Background: an optimization exercise with open tools, aiming at small area, a short achievable clock period and few clock cycles per item. Do not read the settings as production practice.
Where RTL was checked, it was by simulation tests only, not by an equivalence proof against the original.
The RTL of runs 1 to 3 was laid out without a check of its function. The clock port is modelled as an ideal driver; clocking choices that lean on that would not hold on a real chip.

==> design/flow/design.v <==
module intra4x4_pred_engine #(
    parameter int PIX_W    = 8,
    parameter int BLK_COLS = 64,
    parameter int BLK_ROWS = 64,
    parameter int ADDR_W   = 14
) (
    input  logic                     clk,
    input  logic                     rst_n,
    input  logic                     start,
    input  logic [1:0]               mode_cfg,
    output logic                     fetch_req,
    output logic [ADDR_W-1:0]        fetch_addr,
    input  logic                     fetch_valid,
    input  logic [4*PIX_W-1:0]       fetch_data,
    output logic                     res_valid,
    input  logic                     res_ready,
    output logic [16*(PIX_W+1)-1:0]  res_data,
    output logic [1:0]               res_mode,
    output logic [PIX_W+3:0]         res_sad,
    output logic                     busy,
    output logic                     frame_done
);
    localparam int RES_W = PIX_W + 1;
    localparam int SAD_W = PIX_W + 4;
    localparam int ROW_W = 4 * PIX_W;
    localparam int COL_W = $clog2(BLK_COLS);
    localparam int BR_W  = $clog2(BLK_ROWS);
    localparam int CNT_W = BR_W + COL_W + 2;           
    localparam int NROWS = BLK_ROWS * BLK_COLS * 4;    
    localparam int RING  = BLK_COLS * 4;               
    localparam int LAG_W = $clog2(RING);
    localparam int WTAP  = 8;                          
    logic               running;        
    logic               idle;           
    logic               nreq;           
    logic               nvalid;         
    logic [1:0]         mode_q;
    logic [CNT_W-1:0]   fcnt;           
    logic [CNT_W-1:0]   fcnt_inc;       
    logic               flast;          
    logic               fdone;          
    logic [CNT_W:0]     ecnt;           
    logic [LAG_W-1:0]   lag;            
    logic               lagz;           
    logic               lastres;        
    logic [ROW_W-1:0]   fifo [4];
    logic [1:0]         wptr, rptr, rptr_n;
    logic [2:0]         fcount, fcount_n;
    logic               fnz;            
    logic               xfer, ev, pop, hs;
    logic [1:0]         er;             
    logic               e_flush;        
    logic               e_flush_ok;     
    logic               e_res;          
    assign xfer       = !nreq && fetch_valid;
    assign hs         = !nvalid && res_ready;
    assign er         = ecnt[1:0];
    assign e_flush    = ecnt[CNT_W];
    assign e_flush_ok = (ecnt[CNT_W-1:2] == '0) && (er != 2'd3);
    assign e_res      = (er == 2'd2) && (ecnt[CNT_W:2] != '0);
    assign ev         = !idle && lagz && (e_flush ? e_flush_ok : fnz) && !(e_res && !nvalid);
    assign pop        = ev && !e_flush;
    assign rptr_n     = rptr + 2'(pop);
    logic [2:0]         fc_x, fc_nx;    
    logic               fr_x, fr_nx;    
    assign fc_x       = fcount + 3'd1 - 3'(pop);
    assign fc_nx      = fcount - 3'(pop);
    assign fcount_n   = xfer ? fc_x : fc_nx;
    assign fr_x       = !(fdone || flast) && (fc_x != 3'd4);
    assign fr_nx      = !fdone && (fc_nx != 3'd4);
    assign fetch_addr = {fcnt[CNT_W-1 -: BR_W], fcnt[1:0], fcnt[2 +: COL_W]};
    assign busy       = running;
    always_ff @(posedge clk or negedge rst_n) begin
        if (!rst_n) begin
            running    <= 1'b0;
            idle       <= 1'b1;
            nreq       <= 1'b1;
            nvalid     <= 1'b1;
            fetch_req  <= 1'b0;
            res_valid  <= 1'b0;
            frame_done <= 1'b0;
        end else begin
            frame_done <= hs && lastres;
            if (idle) begin
                if (start) begin
                    running   <= 1'b1;
                    idle      <= 1'b0;
                    nreq      <= 1'b0;
                    fetch_req <= 1'b1;
                end
            end else begin
                if (nreq) begin
                    fetch_req <= fr_nx;
                    nreq      <= !fr_nx;
                end else begin
                    fetch_req <= fetch_valid ? fr_x : 1'b1;
                    nreq      <= fetch_valid ? !fr_x : 1'b0;
                end
                if (ev && e_res) begin
                    res_valid <= 1'b1;
                    nvalid    <= 1'b0;
                end else if (hs) begin
                    res_valid <= 1'b0;
                    nvalid    <= 1'b1;
                    if (lastres) begin
                        running <= 1'b0;
                        idle    <= 1'b1;
                    end
                end
            end
        end
    end
    always_ff @(posedge clk) begin
        if (idle) begin
            mode_q    <= mode_cfg;
            fcnt      <= '0;
            fcnt_inc  <= CNT_W'(1);
            flast     <= 1'b0;
            fdone     <= 1'b0;
            ecnt      <= '0;
            lag       <= '0;
            lagz      <= 1'b1;
            lastres   <= 1'b0;
            wptr      <= '0;
            rptr      <= '0;
            fcount    <= '0;
            fnz       <= 1'b0;
        end else begin
            if (xfer) begin
                fcnt     <= fcnt_inc;
                fcnt_inc <= fcnt_inc + CNT_W'(1);
                flast    <= (fcnt_inc == CNT_W'(NROWS - 1));
                wptr     <= wptr + 2'd1;
                if (flast) fdone <= 1'b1;
            end
            fcount <= fcount_n;
            fnz    <= xfer ? (fc_x != 3'd0) : (fc_nx != 3'd0);
            rptr   <= rptr_n;
            if (ev) ecnt <= ecnt_n;
            if (ev || ecnt == '0) begin
                lag  <= '0;
                lagz <= 1'b1;
            end else begin
                lag  <= lag + LAG_W'(1);
                lagz <= (lag == LAG_W'(RING - 1));
            end
            if (ev && e_res && e_flush) lastres <= 1'b1;
        end
    end
    logic [ROW_W-1:0]   x_row;
    always_ff @(posedge clk) begin
        if (!nreq) fifo[wptr] <= fetch_data;
        x_row <= (fcount == 3'(pop)) ? fetch_data : fifo[rptr_n];
    end
    logic [ROW_W-1:0]   chain [6];      
    logic [PIX_W-1:0]   lcol  [4];      
    logic [PIX_W-1:0]   dcr, dcr2;
    logic [PIX_W+1:0]   psum;
    logic [SAD_W-1:0]   acc [3];        
    logic [PIX_W-1:0]   mg  [3][4];     
    logic               sg  [3][4];     
    logic [1:0]         sel_q;
    logic [SAD_W-1:0]   sad_q;
    logic [PIX_W-1:0]   ring [RING];
    logic               ring_we;
    logic [PIX_W-1:0]   t_q [4];        
    logic [PIX_W+1:0]   sum_t_q;        
    logic [1:0]         er_n;
    assign ring_we = ev && e_res;
    assign er_n    = er + 2'(ev);
    always_ff @(posedge clk) begin
        for (int k = 0; k < RING; k++) begin
            if (k >= WTAP && k < WTAP + 4 && ring_we)
                ring[k] <= chain[2][(k - WTAP)*PIX_W +: PIX_W];
            else
                ring[k] <= ring[(k + RING - 1) % RING];
        end
        for (int c = 0; c < 4; c++) begin
            case (er_n)
                2'd0:    t_q[c] <= ring[c];
                2'd1:    t_q[c] <= ring[c + 1];
                2'd2:    t_q[c] <= ring[c + 2];
                default: t_q[c] <= ring[c + 3];
            endcase
        end
        sum_t_q <= (PIX_W+2)'(ring[RING - 1]) + (PIX_W+2)'(ring[0])
                 + (PIX_W+2)'(ring[1]) + (PIX_W+2)'(ring[2]);
    end
    always_ff @(posedge clk) begin
        if (ev) begin
            chain[0] <= x_row;
            for (int k = 1; k < 6; k++) chain[k] <= chain[k - 1];
            lcol[0] <= chain[5][ROW_W-1 -: PIX_W];
            for (int k = 1; k < 4; k++) lcol[k] <= lcol[k - 1];
        end
    end
    function automatic logic [PIX_W:0] rsub(input logic [PIX_W-1:0] a,
                                            input logic [PIX_W-1:0] b);
        logic cy;
        cy = 1'b1;
        for (int i = 0; i < PIX_W; i++) begin
            rsub[i] = a[i] ^ ~b[i] ^ cy;
            cy      = (a[i] & ~b[i]) | (cy & (a[i] ^ ~b[i]));
        end
        rsub[PIX_W] = ~cy;
    endfunction
    function automatic logic [PIX_W-1:0] mag(input logic [PIX_W:0] d);
        mag = d[PIX_W-1:0] ^ {PIX_W{d[PIX_W]}};
    endfunction
    logic [PIX_W-1:0]   pred_sad [3][4];
    logic [PIX_W:0]     dd [3][4];
    always_comb begin
        for (int c = 0; c < 4; c++) begin
            pred_sad[0][c] = dcr;
            pred_sad[1][c] = chain[3][ROW_W-1 -: PIX_W];    
            pred_sad[2][c] = t_q[c];
            for (int m = 0; m < 3; m++)
                dd[m][c] = rsub(x_row[c*PIX_W +: PIX_W], pred_sad[m][c]);
        end
    end
    logic               p_v, p_row0, p_row3, p_tav, p_lav;
    logic               a_v, a_tav, a_lav;
    always_ff @(posedge clk) begin
        p_v    <= pop;
        p_row0 <= (er == 2'd0);
        p_row3 <= (er == 2'd3);
        p_tav  <= (ecnt[2 + COL_W +: BR_W] != '0);
        p_lav  <= (ecnt[2 +: COL_W] != '0);
        for (int m = 0; m < 3; m++) begin
            for (int c = 0; c < 4; c++) begin
                mg[m][c] <= mag(dd[m][c]);
                sg[m][c] <= dd[m][c][PIX_W];
            end
        end
        a_v   <= p_v && p_row3;
        a_tav <= p_tav;
        a_lav <= p_lav;
        if (p_v) begin
            for (int m = 0; m < 3; m++) begin
                acc[m] <= (p_row0 ? SAD_W'(0) : acc[m])
                        + SAD_W'(mg[m][0]) + SAD_W'(mg[m][1])
                        + SAD_W'(mg[m][2]) + SAD_W'(mg[m][3])
                        + SAD_W'(sg[m][0]) + SAD_W'(sg[m][1])
                        + SAD_W'(sg[m][2]) + SAD_W'(sg[m][3]);
            end
        end
    end
    logic [COL_W-1:0]   e_bc;
    logic [BR_W-1:0]    e_br;
    logic               n_tav, n_lav;   
    logic [CNT_W:0]     ecnt_n;
    logic [SAD_W-1:0]   dc_sum, dc_tmp;
    assign ecnt_n = ecnt + (CNT_W+1)'(1);
    assign e_bc   = ecnt_n[2 +: COL_W];
    assign e_br   = ecnt_n[2 + COL_W +: BR_W];
    always_ff @(posedge clk) begin
        if (idle) begin
            n_lav <= 1'b1;
            n_tav <= 1'b0;
        end else if (ev) begin
            n_lav <= (e_bc != COL_W'(BLK_COLS - 1));
            n_tav <= (e_br != '0) || (e_bc == COL_W'(BLK_COLS - 1));
        end
    end
    always_comb begin
        dc_sum = SAD_W'(psum) + SAD_W'(x_row[ROW_W-1 -: PIX_W]);
        if (n_tav && n_lav)  dc_tmp = (SAD_W'(sum_t_q) + dc_sum + SAD_W'(4)) >> 3;
        else if (n_tav)      dc_tmp = (SAD_W'(sum_t_q) + SAD_W'(2)) >> 2;
        else if (n_lav)      dc_tmp = (dc_sum + SAD_W'(2)) >> 2;
        else                 dc_tmp = SAD_W'(1) << (PIX_W - 1);
    end
    always_ff @(posedge clk) begin
        if (idle) begin
            dcr  <= 8'd128;                                  
        end else if (ev && er == 2'd3) begin
            dcr  <= dc_tmp[PIX_W-1:0];
            dcr2 <= dcr;
        end
        if (ev && er == 2'd2)
            psum <= (PIX_W+2)'(x_row[ROW_W-1 -: PIX_W])
                  + (PIX_W+2)'(chain[0][ROW_W-1 -: PIX_W])
                  + (PIX_W+2)'(chain[1][ROW_W-1 -: PIX_W]);
    end
    logic [1:0]         sel;
    logic [SAD_W-1:0]   sad_sel;
    logic               v_lt_dc, h_lt_dc, h_lt_v, pick_v, pick_h;
    always_comb begin
        v_lt_dc = acc[2] < acc[0];
        h_lt_dc = acc[1] < acc[0];
        h_lt_v  = acc[1] < acc[2];
        pick_v  = a_tav && v_lt_dc;
        pick_h  = a_lav && (pick_v ? h_lt_v : h_lt_dc);
        sel = 2'b00;
        case (mode_q)
            2'b01: if (a_lav) sel = 2'b01;
            2'b10: if (a_tav) sel = 2'b10;
            2'b11: sel = pick_h ? 2'b01 : (pick_v ? 2'b10 : 2'b00);
            default: sel = 2'b00;
        endcase
        case (sel)
            2'b01:   sad_sel = acc[1];
            2'b10:   sad_sel = acc[2];
            default: sad_sel = acc[0];
        endcase
    end
    always_ff @(posedge clk) begin
        if (a_v) begin
            sel_q <= sel;
            sad_q <= sad_sel;
        end
    end
    logic [PIX_W-1:0]   pred;
    logic [16*RES_W-1:0] res_sel;
    always_comb begin
        res_sel = '0;
        for (int r = 0; r < 4; r++) begin
            for (int c = 0; c < 4; c++) begin
                case (sel_q)
                    2'b01:   pred = lcol[3 - r];
                    2'b10:   pred = ring[WTAP - 1 + c];
                    default: pred = dcr2;
                endcase
                res_sel[(4*r + c)*RES_W +: RES_W] =
                    rsub(chain[5 - r][c*PIX_W +: PIX_W], pred);
            end
        end
    end
    always_ff @(posedge clk) begin
        if (ev && e_res) begin
            res_data <= res_sel;
            res_mode <= sel_q;
            res_sad  <= sad_q;
        end
    end
endmodule
==> design/flow/flow/run.sh <==
#!/bin/bash
# Standard ORFS layout with a larger setup repair margin, no CTS dummy loads, larger sink clusters.
bash standard.sh SETUP_SLACK_MARGIN=14.6 "CTS_ARGS=-sink_clustering_enable -repair_clock_nets -dont_use_dummy_load -sink_clustering_size 30 -sink_clustering_max_diameter 80" finish > standard.log 2>&1
==> design/flow/standard.sh <==
#!/bin/bash
# synth_recipe.tcl (not shown) runs the flow's synth.tcl, then flattens the netlist and writes it again
# the make line also repeats each setting of config.mk as NAME=value (left out here)
make -C /OpenROAD-flow-scripts/flow DESIGN_CONFIG=/design/flow/config.mk WORK_HOME=/design/flow/orfs CLKGATE_MAP_FILE= SYNTH_SCRIPT=/design/flow/synth_recipe.tcl "${@:-finish}"
==> design/flow/config.mk <==
export PLATFORM = sky130hd
export DESIGN_NAME = intra4x4_pred_engine
export DESIGN_NICKNAME = intra4x4_pred_engine
export VERILOG_FILES = /design/flow/design.v
export SDC_FILE = /design/flow/constraint.sdc
export NUM_CORES = 4
export LEC_CHECK = 0
export CAP_MARGIN = 20
export CORE_MARGIN = 2
export CORE_UTILIZATION = 40
export SLEW_MARGIN = 20
==> design/flow/constraint.sdc <==
create_clock -name core_clock -period 20.0 [get_ports {clk}]
set_input_delay 4.0000 -clock core_clock [delete_from_list [all_inputs] [get_ports {clk}]]
set_output_delay 4.0000 -clock core_clock [all_outputs]
set_load 0.01 [all_outputs]
==> results of run 1 <==
## routing by layer
metal | vias to the layer above | share of wire, % | track usage, % | wire, µm
met3 | 237 | 4.9 | 2.740 | 6864
met5 | - | 0.052 | 0 | 73
met2 | 613 | 45 | 20.71 | 62270
met4 | 12 | 3.2 | 4.493 | 4484
li1 | 16830 | - | - | -
met1 | 17250 | 47 | 18.76 | 65570
## timing repair
item,CTS,global route
setup endpoints to repair,177,81
hold buffers,0,0
pin swaps,0,0
buffers inserted,5,1
resized for setup,741,3
## synthesized netlist by cell type (68+ instances only)
cell type     n
dfxtp_1    2311
nor2_1       88
ha_1        162
o21ai_0     118
a21oi_1     166
clkbuf_1     68
xor2_1      126
fa_1        300
inv_1       469
nand2_1     115
edfxtp_1    580
## registers in the layout, indices dropped and copies added, names as in the netlist, 3 cells and up
signal	flops
ring	2048
chain	192
res_data	144
fifo	128
mg	96
acc	36
lcol	32
t_q	32
x_row	32
ecnt	15
fcnt	14
fcnt_inc	14
res_sad	12
sad_q	12
sg	12
psum	10
sum_t_q	10
dcr2	8
dcr	8
lag	8
fcount	3
## cell families after synthesis
| family | Yosys count | share of synthesized area, % |
|---|---|---|
| buffers and inverters | 556 | 2.589 |
| XOR/XNOR | 187 | 1.995 |
| flip-flops | 2898 | 77.78 |
| adder cells (fa/ha/maj) | 462 | 9.784 |
| multiplexers | 131 | 2.670 |
| AND/OR/NAND/NOR | 375 | 2.219 |
| AO/OA/AOI/OAI | 410 | 2.963 |
## metrics by stage
| stage | area (µm²) | hold slack (ns) | setup slack, ns |
|---|---|---|---|
| 6_report | 90120 | 0.2461 | 14.62 |
| 5_1_grt | 90100 | 0.2684 | 14.52 |
| 4_1_cts | 90070 | 0.2605 | 14.52 |
| 3_5_place_dp | 87490 | 0.3121 | 13.73 |
| 3_3_place_gp | 87480 | 0.3104 | 13.77 |
| 2_1_floorplan | 82110 | 0.3096 | 14.84 |
## worst paths after layout
kind | start | endpoint | slack, ns | cells past startpoint
setup reg to reg | sel_q[0]$_DFFE_PP_ | res_data[61]$_DFFE_PP_ | 14.87 | 16
min in group asynchronous | rst_n | frame_done$_DFF_PN0_ | 3.68 | 1
max in group asynchronous | rst_n | frame_done$_DFF_PN0_ | 15.77 | 1
setup / recovery | res_data[114]$_DFFE_PP_ | res_data[114] | 14.62 | 1
hold reg to reg | ring[224][1]$_DFF_P_ | ring[225][1]$_DFF_P_ | 0.25 | 0
hold / removal | ring[224][1]$_DFF_P_ | ring[225][1]$_DFF_P_ | 0.25 | 0
## area by class of cell
| cell class | count | area, µm² |
|---|---|---|
| Clock buffer | 134 | 3353 |
| Multi-Input combinational cell | 1565 | 16200 |
| Tap cell | 2688 | 3363 |
| Antenna cell | 12 | 30.03 |
| Timing Repair Buffer | 241 | 1526 |
| Fill cell | 18030 | 114300 |
| Inverter | 470 | 1772 |
| Sequential cell | 2898 | 63880 |
==> results.toml, run 1 <==
[critical_path]
start_kind = "flip-flop"
arrival_ns = 1.38
cp_num_buf_inv = 1
max_stage_delay_ns = 0.43
required_ns = 16.00
cp-end-kind = "output port"
critical_path_class = "reg2out"
cp_slowest_cell = "edfxtp_1"
path_max_fanout = 1
cp_cell_sequence = "buf_2"
crit_family = "flip-flops"

[routing]
firstDrtPassIters = 5
drt_wl_total_um = 139300
via_count = 34940
avgViaCountPerCell = 4.364
drtIter0Drc = 2356
antenna_left = 0
wl_per_cell_um = 17.39
drc = 0

[cts]
cts_sinks = 2898
clk_pin_slew_worst_paths_ns = 0.10
cts.path.max_buffers = 3
insertion_delay_ns = 0.79
cts_tree = "built"
htree_levels = 4
cts-root-buf = "clkbuf_16"
cts_buffers = 134

[global_routing]
grt_max_degree = 90
grt_overflow = 0
grt_pass1_wl_um = 214000
antenna_found_initial = 17
grtUsageTotal_pct = 13.37
grt_pass1_vias = 35600

[final_layout]
layout_common_cells = "dfxtp_1, edfxtp_1, inv_1, fa_1"
layout.cells.non_filler = 8008
nets = 5811
area_delta_synth_final_pct = 9.770
layout-drive-gt1-share_pct = 9.608
final_util_pct = 44.10
layout_commonest_cell = "dfxtp_1"

[timing]
fmax_mhz = 185.9
hold_viol_final = 0
tightest_slew_ns = 1.072
min_period_ns = 5.379
setup_tns_ns = 0
rsz0062_at_grt = "yes"
fin_crit_sh_pct = 26.90
setup_viol = 0
finClkSkew_ns = 0.07901
maxSlewViolCount = 0
slew_headroom_pct = 28.36

[logic_synthesis]
syn_area_um2 = 82100
async_flop_share_pct = 0.2415
syn_avg_cell_area_um2 = 16.36
synth_warnings = 262
yosys-top-cells-area = "dfxtp_1, edfxtp_1, fa_1"
synth_seq_cells = 2898
synth_top_area_cell = "dfxtp_1"
synth.net_count = 5520
synth_top_area_share_pct = 56.35
synth_edf_count = 580
syn_inst = 5019
ys_types = 67
synth-seq-area-share_pct = 77.78
synth_flop_cell = "dfxtp_1"

[floorplan]
dieWidth_um = 457.1
num_rows = 166
die-area_um2 = 208900
ioPinCount = 215
start_util_pct = 40.17
die_h_um = 457.1
core_um2 = 204400

[placement]
io_buffers = 214
place.gp.congestion = 0.8141
hpwlAfterDp_um = 95950
dp.cells = 7856

[hold_path]
hold_class = "reg2reg"

[flow_run]
drv_cap = 0

[outcome]
outcome = "timing/DRC/antenna clean"
==> run 2, diff against run 1 <==
--- a/design/flow/design.v
+++ b/design/flow/design.v
@@ -36,17 +36,18 @@
     logic               nvalid;         
     logic [1:0]         mode_q;
     logic [CNT_W-1:0]   fcnt;           
-    logic [CNT_W-1:0]   fcnt_inc;       
     logic               flast;          
     logic               fdone;          
     logic [CNT_W:0]     ecnt;           
     logic [LAG_W-1:0]   lag;            
     logic               lagz;           
     logic               lastres;        
-    logic [ROW_W-1:0]   fifo [4];
-    logic [1:0]         wptr, rptr, rptr_n;
-    logic [2:0]         fcount, fcount_n;
+    logic [ROW_W-1:0]   fifo [3];
+    logic [1:0]         wptr, rptr;
+    logic [2:0]         fcount, fcount_n;   
     logic               fnz;            
+    logic               to_x;           
+    logic               from_f;         
     logic               xfer, ev, pop, hs;
     logic [1:0]         er;             
     logic               e_flush;        
@@ -60,7 +61,8 @@
     assign e_res      = (er == 2'd2) && (ecnt[CNT_W:2] != '0);
     assign ev         = !idle && lagz && (e_flush ? e_flush_ok : fnz) && !(e_res && !nvalid);
     assign pop        = ev && !e_flush;
-    assign rptr_n     = rptr + 2'(pop);
+    assign to_x       = (fcount == 3'd0) || (pop && fcount == 3'd1);
+    assign from_f     = pop && (fcount >= 3'd2);
     logic [2:0]         fc_x, fc_nx;    
     logic               fr_x, fr_nx;    
     assign fc_x       = fcount + 3'd1 - 3'(pop);
@@ -114,7 +116,6 @@
         if (idle) begin
             mode_q    <= mode_cfg;
             fcnt      <= '0;
-            fcnt_inc  <= CNT_W'(1);
             flast     <= 1'b0;
             fdone     <= 1'b0;
             ecnt      <= '0;
@@ -127,15 +128,14 @@
             fnz       <= 1'b0;
         end else begin
             if (xfer) begin
-                fcnt     <= fcnt_inc;
-                fcnt_inc <= fcnt_inc + CNT_W'(1);
-                flast    <= (fcnt_inc == CNT_W'(NROWS - 1));
-                wptr     <= wptr + 2'd1;
+                fcnt     <= fcnt + CNT_W'(1);
+                flast    <= (fcnt == CNT_W'(NROWS - 2));
+                if (!to_x) wptr <= (wptr == 2'd2) ? 2'd0 : wptr + 2'd1;
                 if (flast) fdone <= 1'b1;
             end
             fcount <= fcount_n;
             fnz    <= xfer ? (fc_x != 3'd0) : (fc_nx != 3'd0);
-            rptr   <= rptr_n;
+            if (from_f) rptr <= (rptr == 2'd2) ? 2'd0 : rptr + 2'd1;
             if (ev) ecnt <= ecnt_n;
             if (ev || ecnt == '0) begin
                 lag  <= '0;
@@ -150,7 +150,8 @@
     logic [ROW_W-1:0]   x_row;
     always_ff @(posedge clk) begin
         if (!nreq) fifo[wptr] <= fetch_data;
-        x_row <= (fcount == 3'(pop)) ? fetch_data : fifo[rptr_n];
+        if (pop || fcount == 3'd0)
+            x_row <= from_f ? fifo[rptr] : fetch_data;
     end
     logic [ROW_W-1:0]   chain [6];      
     logic [PIX_W-1:0]   lcol  [4];      
--- a/design/flow/config.mk
+++ b/design/flow/config.mk
@@ -7,5 +7,5 @@
 export LEC_CHECK = 0
 export CAP_MARGIN = 20
 export CORE_MARGIN = 2
-export CORE_UTILIZATION = 40
+export CORE_UTILIZATION = 60
 export SLEW_MARGIN = 20
==> results.toml, run 2 <==
[routing]
avgViaCountPerCell = 4.860
firstDrtPassIters = 5
wl_per_cell_um = 18.60
via_count = 34520
drt_wl_total_um = 132100
drtIter0Drc = 2401
antenna_left = 0
drc = 0

[logic_synthesis]
yosys-top-cells-area = "dfxtp_1, edfxtp_1, fa_1"
synthTopCellsByCount = "dfxtp_1, edfxtp_1, inv_1"
syn_inst = 5070
async_flop_share_pct = 0.2453
synth_seq_cells = 2854
syn_area_um2 = 81000
synth_top_area_share_pct = 56.03
synth_edf_count = 580
syn_avg_cell_area_um2 = 15.98
yosysMostFrequentCell = "dfxtp_1"
synth_flop_cell = "dfxtp_1"
synth_warnings = 262
ys_types = 67
synth.net_count = 5567
synth-seq-area-share_pct = 77.75
synth_top_area_cell = "dfxtp_1"

[final_layout]
layout-drive-gt1-share_pct = 6.843
layout.cells.non_filler = 7103
area_delta_synth_final_pct = 8.188
layout_common_cells = "dfxtp_1, edfxtp_1, inv_1, fa_1, a21oi_1"
design_area_um2 = 87640
largest_register_ffs = 2048
final_util_pct = 65.50
top_regs = "ring: 2048 flops, chain: 192 flops, res_data: 144 flops"
layout_commonest_cell = "dfxtp_1"
top_register = "ring"
nets = 5833

[cts]
cts.path.max_buffers = 3
cts-root-buf = "clkbuf_16"
cts_sinks = 2854
cts_buffers = 114
cts-hold-fix-buffers = 0
insertion_delay_ns = 0.76
htree_levels = 3
cts_tree = "built"
clk_pin_slew_worst_paths_ns = 0.11

[timing]
setup_tns_ns = 0
hold_viol_final = 0
fin_crit_sh_pct = 26.73
fmax_mhz = 187.1
finClkSkew_ns = 0.1012
tightest_slew_ns = 0.9826
rsz0062_at_grt = "no"
maxSlewViolCount = 0
setup_viol = 0
holdWs_ns = 0.2715
slew_headroom_pct = 34.49
setup_ws_ns = 14.65
min_period_ns = 5.346

[floorplan]
die_h_um = 371.4
core_um2 = 133800
dieWidth_um = 371.4
start_util_pct = 60.54
ioPinCount = 215
num_rows = 134
die-area_um2 = 138000

[hold_path]
hold_class = "reg2reg"
min_path_cells = 0
worstHoldStart = "ring[252][3]$_DFF_P_"
hold_end = "ring[253][3]$_DFF_P_"

[placement]
place.gp.congestion = 0.8413
dp.cells = 6987
placed_area_um2 = 85190
io_buffers = 214
pre_cts_ws_ns = 13.62
hpwlAfterDp_um = 90850

[critical_path]
start_kind = "flip-flop"
reg2reg_depth = 15
cp_num_buf_inv = 1
cp-end-kind = "output port"
required_ns = 16.00
arrival_ns = 1.35
critical_path_class = "reg2out"
cp_slowest_cell = "edfxtp_1"
reg2reg_setup_slack_ns = 14.92
max_stage_delay_ns = 0.41
reg2reg_from = "sel_q[1]$_DFFE_PP_"
crit_family = "flip-flops"
path_max_fanout = 1
crit-reg2reg-capture = "res_data[7]$_DFFE_PP_"
cp_cell_sequence = "clkdlybuf4s15_2"

[global_routing]
grt_overflow = 0
grt_max_degree = 81
grtUsageTotal_pct = 19.56
grt_pass1_vias = 34720
antenna_found_initial = 6
grt_pass1_wl_um = 204500

[flow_run]
drv_cap = 0

[outcome]
outcome = "timing/DRC/antenna clean"
run 2: cell types whose count changed after synthesis, moves of 8 or more:
cell / change
dfxtp_1: -44
inv_1: +43
mux2i_1: +32
mux4_2: -32
mux2_2: -31
a21oi_1: +27
o21ai_0: +27
nor2_1: +15
nand2b_1: +8
run 2: cell families (layout without fill, tap and decap cells):
| logic type | count (synthesis) | count (layout) | synth area share, % |
|---|---|---|---|
| adder cells (fa/ha/maj) | 458 | 458 | 9.855 |
| multiplexers | 100 | 100 | 1.781 |
| AO/OA/AOI/OAI | 470 | 470 | 3.360 |
| buffers and inverters | 599 | 863 | 2.822 |
| flip-flops | 2854 | 2854 | 77.75 |
| AND/OR/NAND/NOR | 398 | 398 | 2.369 |
| XOR/XNOR | 191 | 191 | 2.065 |
| other | 0 | 1 | 0 |
run 2: worst max-delay path by stage:
| stage | from | to | slack (ns) | depth (start not counted) |
|---|---|---|---|---|
| 3_5_place_dp | fetch_valid | fcnt[13]$_SDFFE_PP0P_ | 13.62 | 6 |
| 6_report | res_data[82]$_DFFE_PP_ | res_data[82] | 14.65 | 1 |
| 3_3_place_gp | fetch_valid | fcnt[13]$_SDFFE_PP0P_ | 13.64 | 6 |
| 2_1_floorplan | fetch_valid | fcnt[12]$_SDFFE_PP0P_ | 14.72 | 7 |
| 5_1_grt | res_data[99]$_DFFE_PP_ | res_data[99] | 14.60 | 1 |
| 4_1_cts | fcnt[0]$_SDFFE_PP0P_ | fetch_addr[6] | 14.48 | 1 |
run 2: area by class of cell:
cell class | instances | area (µm²)
flip-flops and latches | 2854 | 63000
fillers | 9569 | 46160
multi-input cells | 1617 | 15780
clock buffers | 114 | 2853
well taps | 1768 | 2212
inverters | 512 | 1929
repair buffers | 237 | 1859
diodes | 1 | 2.502
run 2: worst reg2reg max path, stage by stage, from the launching register on:
cell and delay [ns]:
edfxtp_1 0.45, ha_1 0.31, buf_4 0.45, nor2b_2 0.78, a21oi_1 0.12, ha_1 0.23
fa_1 0.44, fa_1 0.44, inv_1 0.09, fa_1 0.18, fa_1 0.18, inv_1 0.08
fa_1 0.37, inv_1 0.11, fa_1 0.24, fa_1 0.43
run 2: timing repair:
action / 4_1_cts / 5_1_grt
pin swaps: 0 / 0
buffers inserted: 1 / 0
endpoints found under the setup margin: 180 / 25
gates resized for setup: 554 / 25
run 2: routing by layer:
layer	track usage [%]	wire length, µm	vias up
met5	0	40	-
met4	4.668	2439	6
met3	2.473	5165	164
met2	30.47	59570	604
met1	29.58	64880	16920
li1	-	-	16830
==> run 3, diff against run 2 <==
--- a/design/flow/config.mk
+++ b/design/flow/config.mk
@@ -7,5 +7,5 @@
 export LEC_CHECK = 0
 export CAP_MARGIN = 20
 export CORE_MARGIN = 2
-export CORE_UTILIZATION = 60
+export CORE_UTILIZATION = 40
 export SLEW_MARGIN = 20
==> results.toml, run 3 <==
[outcome]
outcome = "timing/DRC/antenna clean"

[logic_synthesis]
syn_area_um2 = 81000
synth_fa_ha_area_share_pct = 9.855
synthMuxAreaShare_pct = 1.781
syn_inst = 5070
synth_compound_area_share_pct = 3.360
synth_seq_cells = 2854
synth_warnings = 262
synth_top_family_by_area = "adder cells"
synth_top_area_cell = "dfxtp_1"
synth_flop_cell = "dfxtp_1"
yosys-top-cells-area = "dfxtp_1, edfxtp_1, fa_1"
yosys.area_share.simple_pct = 2.369
synth_xor_area_share_pct = 2.065
synth-seq-area-share_pct = 77.75
synth_top_area_share_pct = 56.03
async_flop_share_pct = 0.2453
synth_edf_count = 580
ys_types = 67
synthTopCellsByCount = "dfxtp_1, edfxtp_1, inv_1"
yosysMostFrequentCell = "dfxtp_1"
syn_avg_cell_area_um2 = 15.98
synth.net_count = 5567

[placement]
dp.cells = 7888
io_buffers = 214
pre_cts_ws_ns = 13.57
hpwlAfterDp_um = 89430
placed_area_um2 = 86310
place.gp.congestion = 0.8178

[final_layout]
area_delta_synth_final_pct = 9.776
design_area_um2 = 88920
nets = 5860
final_util_pct = 44.09
largest_register_ffs = 2048
layout-drive-gt1-share_pct = 8.301
top_register = "ring"
layout_common_cells = "dfxtp_1, edfxtp_1, inv_1, fa_1, a21oi_1"
layout_commonest_cell = "dfxtp_1"
top_regs = "ring: 2048 flops, chain: 192 flops, res_data: 144 flops"
layout.cells.non_filler = 8036
n_fill_cell = 17710

[timing]
slew_headroom_pct = 24.96
fin_crit_sh_pct = 27.04
fmax_mhz = 184.9
setup_ws_ns = 14.59
holdWs_ns = 0.2323
maxSlewViolCount = 0
setup_viol = 0
setup_tns_ns = 0
hold_viol_final = 0
finClkSkew_ns = 0.08375
tightest_slew_ns = 1.123
rsz0062_at_grt = "yes"
min_period_ns = 5.407

[routing]
drt_wl_total_um = 132500
avgViaCountPerCell = 4.326
drtIter0Drc = 2031
firstDrtPassIters = 5
antenna_left = 0
via_count = 34760
wl_per_cell_um = 16.48
drc = 0

[global_routing]
grtUsageTotal_pct = 13.05
grt_pass1_wl_um = 207300
grt_max_degree = 92
grt_pass1_vias = 35620
grt_overflow = 0
antenna_found_initial = 6

[critical_path]
cp_num_buf_inv = 1
path_max_fanout = 1
critical_path_class = "reg2out"
crit_family = "flip-flops"
start_kind = "flip-flop"
max_stage_delay_ns = 0.45
required_ns = 16.00
cp_slowest_cell = "edfxtp_1"
cp-end-kind = "output port"
arrival_ns = 1.41
cp_cell_sequence = "buf_2"

[cts]
cts.path.max_buffers = 3
insertion_delay_ns = 0.79
cts-root-buf = "clkbuf_16"
cts_buffers = 130
cts_tree = "built"
cts_sinks = 2854
htree_levels = 4
clk_pin_slew_worst_paths_ns = 0.11

[floorplan]
start_util_pct = 40.16
num_rows = 165
dieWidth_um = 454.0
die-area_um2 = 206100
die_h_um = 454.0
core_um2 = 201700
ioPinCount = 215

[hold_path]
hold_class = "reg2reg"

[flow_run]
drv_cap = 0
==> run 3: cell count changes in the layout (fill, tap and decap cells not counted), sizes merged <==
cell and delta:
buf +101, clkbuf +4, clkdlybuf4s15 -73, diode +2, dlygate4sd2 -5
==> run 3: final timing paths <==
path                                    startpoint                endpoint  slack [ns]  cells past startpoint
setup / recovery           res_data[114]$_DFFE_PP_           res_data[114]       14.59                      1
hold / removal                 ring[51][1]$_DFF_P_     ring[52][1]$_DFF_P_        0.23                      0
setup reg to reg                sel_q[0]$_DFFE_PP_  res_data[43]$_DFFE_PP_       15.09                     16
hold reg to reg                ring[51][1]$_DFF_P_     ring[52][1]$_DFF_P_        0.23                      0
max in group asynchronous                    rst_n          idle$_DFF_PN1_       16.23                      1
min in group asynchronous                    rst_n    frame_done$_DFF_PN0_        3.47                      1
==> run 3: cells by family after synthesis <==
kind of cell,after synthesis
AO/OA/AOI/OAI,470
XOR/XNOR,191
adder cells (fa/ha/maj),458
buffers and inverters,599
flip-flops,2854
multiplexers,100
AND/OR/NAND/NOR,398
==> run 3: worst register-to-register path, delay by kind of cell (launching register included) <==
| family | cells | cell delay, ns |
|---|---|---|
| fa+ha+maj | 9 | 2.78 |
| simple gates | 1 | 0.72 |
| buf+inv | 5 | 0.70 |
| flops | 1 | 0.39 |
| compound gates | 1 | 0.11 |
==> run 3: repair_timing <==
item | CTS | global route
endpoints found under the setup margin | 179 | 61
hold buffers | 0 | 0
gates resized for setup | 728 | 8
cloned | 0 | 0
setup buffers | 14 | 0
==> run 3: routing by layer <==
layer	GRT usage, %	part of all wire [%]	wire (µm)	up-vias
li1	-	-	-	16880
met1	18.02	47	62290	17130
met2	20.67	46	60410	553
met3	2.199	4.0	5357	200
met4	4.869	3.3	4406	0
met5	0	0	0	-
==> run 3: layout make-up <==
| type | instances | area, µm² | share of cell area, % |
|---|---|---|---|
| Tap cell | 2672 | 3343 | 3.760 |
| Multi-Input combinational cell | 1617 | 15780 | 17.74 |
| Sequential cell | 2854 | 63020 | 70.87 |
| Clock buffer | 130 | 3253 | 3.658 |
| Timing Repair Buffer | 248 | 1593 | 1.791 |
| Antenna cell | 3 | 7.507 | 0.008442 |
| Inverter | 512 | 1929 | 2.170 |
==> run 4, diff against run 3 <==
--- a/design/flow/design.v
+++ b/design/flow/design.v
@@ -36,18 +36,17 @@
     logic               nvalid;         
     logic [1:0]         mode_q;
     logic [CNT_W-1:0]   fcnt;           
+    logic [CNT_W-1:0]   fcnt_inc;       
     logic               flast;          
     logic               fdone;          
     logic [CNT_W:0]     ecnt;           
     logic [LAG_W-1:0]   lag;            
     logic               lagz;           
     logic               lastres;        
-    logic [ROW_W-1:0]   fifo [3];
-    logic [1:0]         wptr, rptr;
-    logic [2:0]         fcount, fcount_n;   
+    logic [ROW_W-1:0]   fifo [4];
+    logic [1:0]         wptr, rptr, rptr_n;
+    logic [2:0]         fcount, fcount_n;
     logic               fnz;            
-    logic               to_x;           
-    logic               from_f;         
     logic               xfer, ev, pop, hs;
     logic [1:0]         er;             
     logic               e_flush;        
@@ -61,8 +60,7 @@
     assign e_res      = (er == 2'd2) && (ecnt[CNT_W:2] != '0);
     assign ev         = !idle && lagz && (e_flush ? e_flush_ok : fnz) && !(e_res && !nvalid);
     assign pop        = ev && !e_flush;
-    assign to_x       = (fcount == 3'd0) || (pop && fcount == 3'd1);
-    assign from_f     = pop && (fcount >= 3'd2);
+    assign rptr_n     = rptr + 2'(pop);
     logic [2:0]         fc_x, fc_nx;    
     logic               fr_x, fr_nx;    
     assign fc_x       = fcount + 3'd1 - 3'(pop);
@@ -116,6 +114,7 @@
         if (idle) begin
             mode_q    <= mode_cfg;
             fcnt      <= '0;
+            fcnt_inc  <= CNT_W'(1);
             flast     <= 1'b0;
             fdone     <= 1'b0;
             ecnt      <= '0;
@@ -128,14 +127,15 @@
             fnz       <= 1'b0;
         end else begin
             if (xfer) begin
-                fcnt     <= fcnt + CNT_W'(1);
-                flast    <= (fcnt == CNT_W'(NROWS - 2));
-                if (!to_x) wptr <= (wptr == 2'd2) ? 2'd0 : wptr + 2'd1;
+                fcnt     <= fcnt_inc;
+                fcnt_inc <= fcnt_inc + CNT_W'(1);
+                flast    <= (fcnt_inc == CNT_W'(NROWS - 1));
+                wptr     <= wptr + 2'd1;
                 if (flast) fdone <= 1'b1;
             end
             fcount <= fcount_n;
             fnz    <= xfer ? (fc_x != 3'd0) : (fc_nx != 3'd0);
-            if (from_f) rptr <= (rptr == 2'd2) ? 2'd0 : rptr + 2'd1;
+            rptr   <= rptr_n;
             if (ev) ecnt <= ecnt_n;
             if (ev || ecnt == '0) begin
                 lag  <= '0;
@@ -150,16 +150,17 @@
     logic [ROW_W-1:0]   x_row;
     always_ff @(posedge clk) begin
         if (!nreq) fifo[wptr] <= fetch_data;
-        if (pop || fcount == 3'd0)
-            x_row <= from_f ? fifo[rptr] : fetch_data;
+        x_row <= (fcount == 3'(pop)) ? fetch_data : fifo[rptr_n];
     end
     logic [ROW_W-1:0]   chain [6];      
     logic [PIX_W-1:0]   lcol  [4];      
     logic [PIX_W-1:0]   dcr, dcr2;
     logic [PIX_W+1:0]   psum;
     logic [SAD_W-1:0]   acc [3];        
-    logic [PIX_W-1:0]   mg  [3][4];     
-    logic               sg  [3][4];     
+    logic [PIX_W:0]     pa  [3];
+    logic [PIX_W:0]     pb  [3];
+    logic               sa  [3];
+    logic               sb  [3];
     logic [1:0]         sel_q;
     logic [SAD_W-1:0]   sad_q;
     logic [PIX_W-1:0]   ring [RING];
@@ -195,15 +196,9 @@
             for (int k = 1; k < 4; k++) lcol[k] <= lcol[k - 1];
         end
     end
-    function automatic logic [PIX_W:0] rsub(input logic [PIX_W-1:0] a,
-                                            input logic [PIX_W-1:0] b);
-        logic cy;
-        cy = 1'b1;
-        for (int i = 0; i < PIX_W; i++) begin
-            rsub[i] = a[i] ^ ~b[i] ^ cy;
-            cy      = (a[i] & ~b[i]) | (cy & (a[i] ^ ~b[i]));
-        end
-        rsub[PIX_W] = ~cy;
+    function automatic logic [PIX_W:0] sdiff(input logic [PIX_W-1:0] a,
+                                             input logic [PIX_W-1:0] b);
+        sdiff = {1'b0, a} - {1'b0, b};
     endfunction
     function automatic logic [PIX_W-1:0] mag(input logic [PIX_W:0] d);
         mag = d[PIX_W-1:0] ^ {PIX_W{d[PIX_W]}};
@@ -216,7 +211,7 @@
             pred_sad[1][c] = chain[3][ROW_W-1 -: PIX_W];    
             pred_sad[2][c] = t_q[c];
             for (int m = 0; m < 3; m++)
-                dd[m][c] = rsub(x_row[c*PIX_W +: PIX_W], pred_sad[m][c]);
+                dd[m][c] = sdiff(x_row[c*PIX_W +: PIX_W], pred_sad[m][c]);
         end
     end
     logic               p_v, p_row0, p_row3, p_tav, p_lav;
@@ -228,10 +223,12 @@
         p_tav  <= (ecnt[2 + COL_W +: BR_W] != '0);
         p_lav  <= (ecnt[2 +: COL_W] != '0);
         for (int m = 0; m < 3; m++) begin
-            for (int c = 0; c < 4; c++) begin
-                mg[m][c] <= mag(dd[m][c]);
-                sg[m][c] <= dd[m][c][PIX_W];
-            end
+            pa[m] <= (PIX_W+1)'(mag(dd[m][0])) + (PIX_W+1)'(mag(dd[m][1]))
+                   + (PIX_W+1)'(dd[m][0][PIX_W]);
+            pb[m] <= (PIX_W+1)'(mag(dd[m][2])) + (PIX_W+1)'(mag(dd[m][3]))
+                   + (PIX_W+1)'(dd[m][2][PIX_W]);
+            sa[m] <= dd[m][1][PIX_W];
+            sb[m] <= dd[m][3][PIX_W];
         end
         a_v   <= p_v && p_row3;
         a_tav <= p_tav;
@@ -239,10 +236,8 @@
         if (p_v) begin
             for (int m = 0; m < 3; m++) begin
                 acc[m] <= (p_row0 ? SAD_W'(0) : acc[m])
-                        + SAD_W'(mg[m][0]) + SAD_W'(mg[m][1])
-                        + SAD_W'(mg[m][2]) + SAD_W'(mg[m][3])
-                        + SAD_W'(sg[m][0]) + SAD_W'(sg[m][1])
-                        + SAD_W'(sg[m][2]) + SAD_W'(sg[m][3]);
+                        + SAD_W'(pa[m]) + SAD_W'(pb[m])
+                        + SAD_W'(sa[m]) + SAD_W'(sb[m]);
             end
         end
     end
@@ -312,6 +307,16 @@
     end
     logic [PIX_W-1:0]   pred;
     logic [16*RES_W-1:0] res_sel;
+    function automatic logic [PIX_W:0] rsub(input logic [PIX_W-1:0] a,
+                                            input logic [PIX_W-1:0] b);
+        logic cy;
+        cy = 1'b1;
+        for (int i = 0; i < PIX_W; i++) begin
+            rsub[i] = a[i] ^ ~b[i] ^ cy;
+            cy      = (a[i] & ~b[i]) | (cy & (a[i] ^ ~b[i]));
+        end
+        rsub[PIX_W] = ~cy;
+    endfunction
     always_comb begin
         res_sel = '0;
         for (int r = 0; r < 4; r++) begin
==> results.toml, run 4 <==
[critical_path]
cp_slowest_cell = "edfxtp_1"
reg2reg_from = "x_row[16]$_DFF_P_"
cp-end-kind = "output port"
critPathLaunch = "res_mode[0]$_DFFE_PP_"
path_depth = 1
crit_family = "flip-flops"
crit-reg2reg-capture = "pb[2][7]$_DFF_P_"
critical_path_class = "reg2out"
cp_num_buf_inv = 1
arrival_ns = 1.50
path_max_fanout = 1
reg2reg_setup_slack_ns = 14.95
start_kind = "flip-flop"
cp_cell_sequence = "buf_2"
reg2reg_depth = 16
required_ns = 16.00
max_stage_delay_ns = 0.53

[cts]
cts_tree = "built"
cts_buffers = 121
cts_sinks = 2850
cts-root-buf = "clkbuf_16"
cts-hold-fix-buffers = 0
cts.path.max_buffers = 3
htree_levels = 3
insertion_delay_ns = 0.82
clk_pin_slew_worst_paths_ns = 0.11

[final_layout]
layout-drive-gt1-share_pct = 9.190
nets = 6121
layout.cells.non_filler = 8323
top_register = "ring"
design_area_um2 = 90890
area_delta_synth_final_pct = 9.444
final_util_pct = 43.98
largest_register_ffs = 2048
layout_common_cells = "dfxtp_1, edfxtp_1, inv_1, ha_1, a21oi_1"
top_regs = "ring: 2048 flops, chain: 192 flops, res_data: 144 flops"
layout_commonest_cell = "dfxtp_1"

[logic_synthesis]
yosys-top-cells-area = "dfxtp_1, edfxtp_1, fa_1"
synth.net_count = 5835
synthTopCellsByCount = "dfxtp_1, edfxtp_1, inv_1"
syn_inst = 5331
syn_avg_cell_area_um2 = 15.58
synth_top_area_share_pct = 54.55
ys_types = 79
synth_warnings = 264
synth_edf_count = 580
async_flop_share_pct = 0.2456
synth-seq-area-share_pct = 75.74
syn_area_um2 = 83040
synth_seq_cells = 2850
synth_top_area_cell = "dfxtp_1"
yosysMostFrequentCell = "dfxtp_1"
synth_flop_cell = "dfxtp_1"

[flow_run]
drv_cap = 0

[placement]
io_buffers = 214
placed_area_um2 = 88510
dp.cells = 8197
place.gp.congestion = 0.8320
pre_cts_ws_ns = 13.87
hpwlAfterDp_um = 103000

[hold_path]
hold_class = "reg2reg"
min_path_cells = 0
worstHoldStart = "ring[200][4]$_DFF_P_"
hold_end = "ring[201][4]$_DFF_P_"

[floorplan]
start_util_pct = 40.19
ioPinCount = 215
die_h_um = 459.6
core_um2 = 206700
num_rows = 167
die-area_um2 = 211300
dieWidth_um = 459.6

[global_routing]
grt_max_degree = 146
grt_overflow = 0
grtUsageTotal_pct = 14.08
antenna_found_initial = 18
grt_pass1_wl_um = 227600
grt_pass1_vias = 37700

[timing]
finClkSkew_ns = 0.1336
slew_headroom_pct = 28.88
holdWs_ns = 0.2734
hold_viol_final = 0
tightest_slew_ns = 1.067
min_period_ns = 5.500
rsz0062_at_grt = "yes"
setup_viol = 0
maxSlewViolCount = 0
fin_crit_sh_pct = 27.50
setup_tns_ns = 0
fmax_mhz = 181.8
setup_ws_ns = 14.50

[routing]
via_count = 37680
antenna_left = 0
drt_wl_total_um = 149500
avgViaCountPerCell = 4.527
drtIter0Drc = 2332
wl_per_cell_um = 17.96
drc = 0
firstDrtPassIters = 5

[outcome]
outcome = "timing/DRC/antenna clean"
## run 4: per-layer routing
metal / global-route usage (%) / up-vias / part of all wire (%)
met3: 2.700 / 234 / 4.9
met5: 0 / - / 0.021
li1: - / 18320 / -
met4: 5.020 / 4 / 3.7
met1: 20.77 / 18430 / 50
met2: 20.58 / 687 / 42
## run 4: cell families (layout without fill, tap and decap cells)
group | after synthesis | count (layout) | share of synthesized area, %
AO/OA/AOI/OAI | 622 | 622 | 4.755
XOR/XNOR | 276 | 276 | 2.911
adder cells (fa/ha/maj) | 465 | 465 | 8.715
buffers and inverters | 436 | 720 | 2.002
flip-flops | 2850 | 2850 | 75.74
multiplexers | 143 | 143 | 2.793
other | 0 | 4 | 0
AND/OR/NAND/NOR | 539 | 539 | 3.083
## run 4: worst max path at each step
stage               slack, ns                         to
floorplan               14.84  fcnt_inc[12]$_SDFFE_PP0P_
finish                  14.50                res_mode[0]
CTS                     14.38                res_mode[0]
global placement        13.87  fcnt_inc[13]$_SDFFE_PP0P_
detailed placement      13.87  fcnt_inc[13]$_SDFFE_PP0P_
global route            14.42                res_mode[0]
## run 4: area by class of cell
| type | count | area [µm²] |
|---|---|---|
| tap | 2704 | 3383 |
| clock buffer | 121 | 3028 |
| multi-input combinational | 2045 | 18540 |
| fill | 18260 | 115800 |
| inverter | 360 | 1359 |
| sequential | 2850 | 62920 |
| antenna | 4 | 10.01 |
| timing repair buffer | 239 | 1650 |
## run 4: worst register-to-register path, cell delays in order, from the launching register on
cell and delay [ns]:
dfxtp_1 0.70, inv_1 0.34, ha_1 0.29, inv_1 0.08, fa_1 0.23, a21oi_1 0.13, nand4b_1 0.22, and3_1 0.19
a21oi_1 0.81, xnor2_1 0.27, ha_1 0.37, nand2_1 0.07, nor2_1 0.04, a311o_1 0.38, a41o_1 0.29, o41ai_2 0.24
xnor2_1 0.22
## run 4: what timing repair did
item,4_1_cts,5_1_grt
gates resized for setup,735,27
setup endpoints to repair,176,126
setup buffers,1,0
pin swaps,0,0
Testbench counts of run 4, summed over its fixed seeds: cycles 262,240, blocks 65,536.

static timing again, ports no longer ideal:
In the flow no input, the clock included, has a driving cell. The finished layouts below were timed again as built, in two steps. Step 1, drivers: a clkbuf_16 drives clk and a buf_2 each remaining input, both assumed. Step 2, shift: input delay + t, output delay - t, t = (earliest + latest rising clock arrival at the registers) / 2. This alone moves slack from input paths to output paths. Slacks: ideal / step 1 / step 2; pairs: ideal / step 1.
| run | shift t [ns] | setup slack, ns | worst setup path at the end | pins driven straight from the clock port |
|---|---|---|---|---|
| run 1 | 0.825 | 14.621 / 14.545 / 13.988 | input to register | 1 |
| run 2 | 0.779 | 14.654 / 14.583 / 13.991 | input to register | 1 |
| run 3 | 0.826 | 14.593 / 14.523 / 13.991 | input to register | 1 |
| run 4 | 0.819 | 14.500 / 14.414 / 14.092 | input to register | 1 |
After both steps every run listed still meets setup and hold. The setup slack of run 2, which loses most, moves by -0.071 ns with the drivers and by -0.663 ns with both steps.
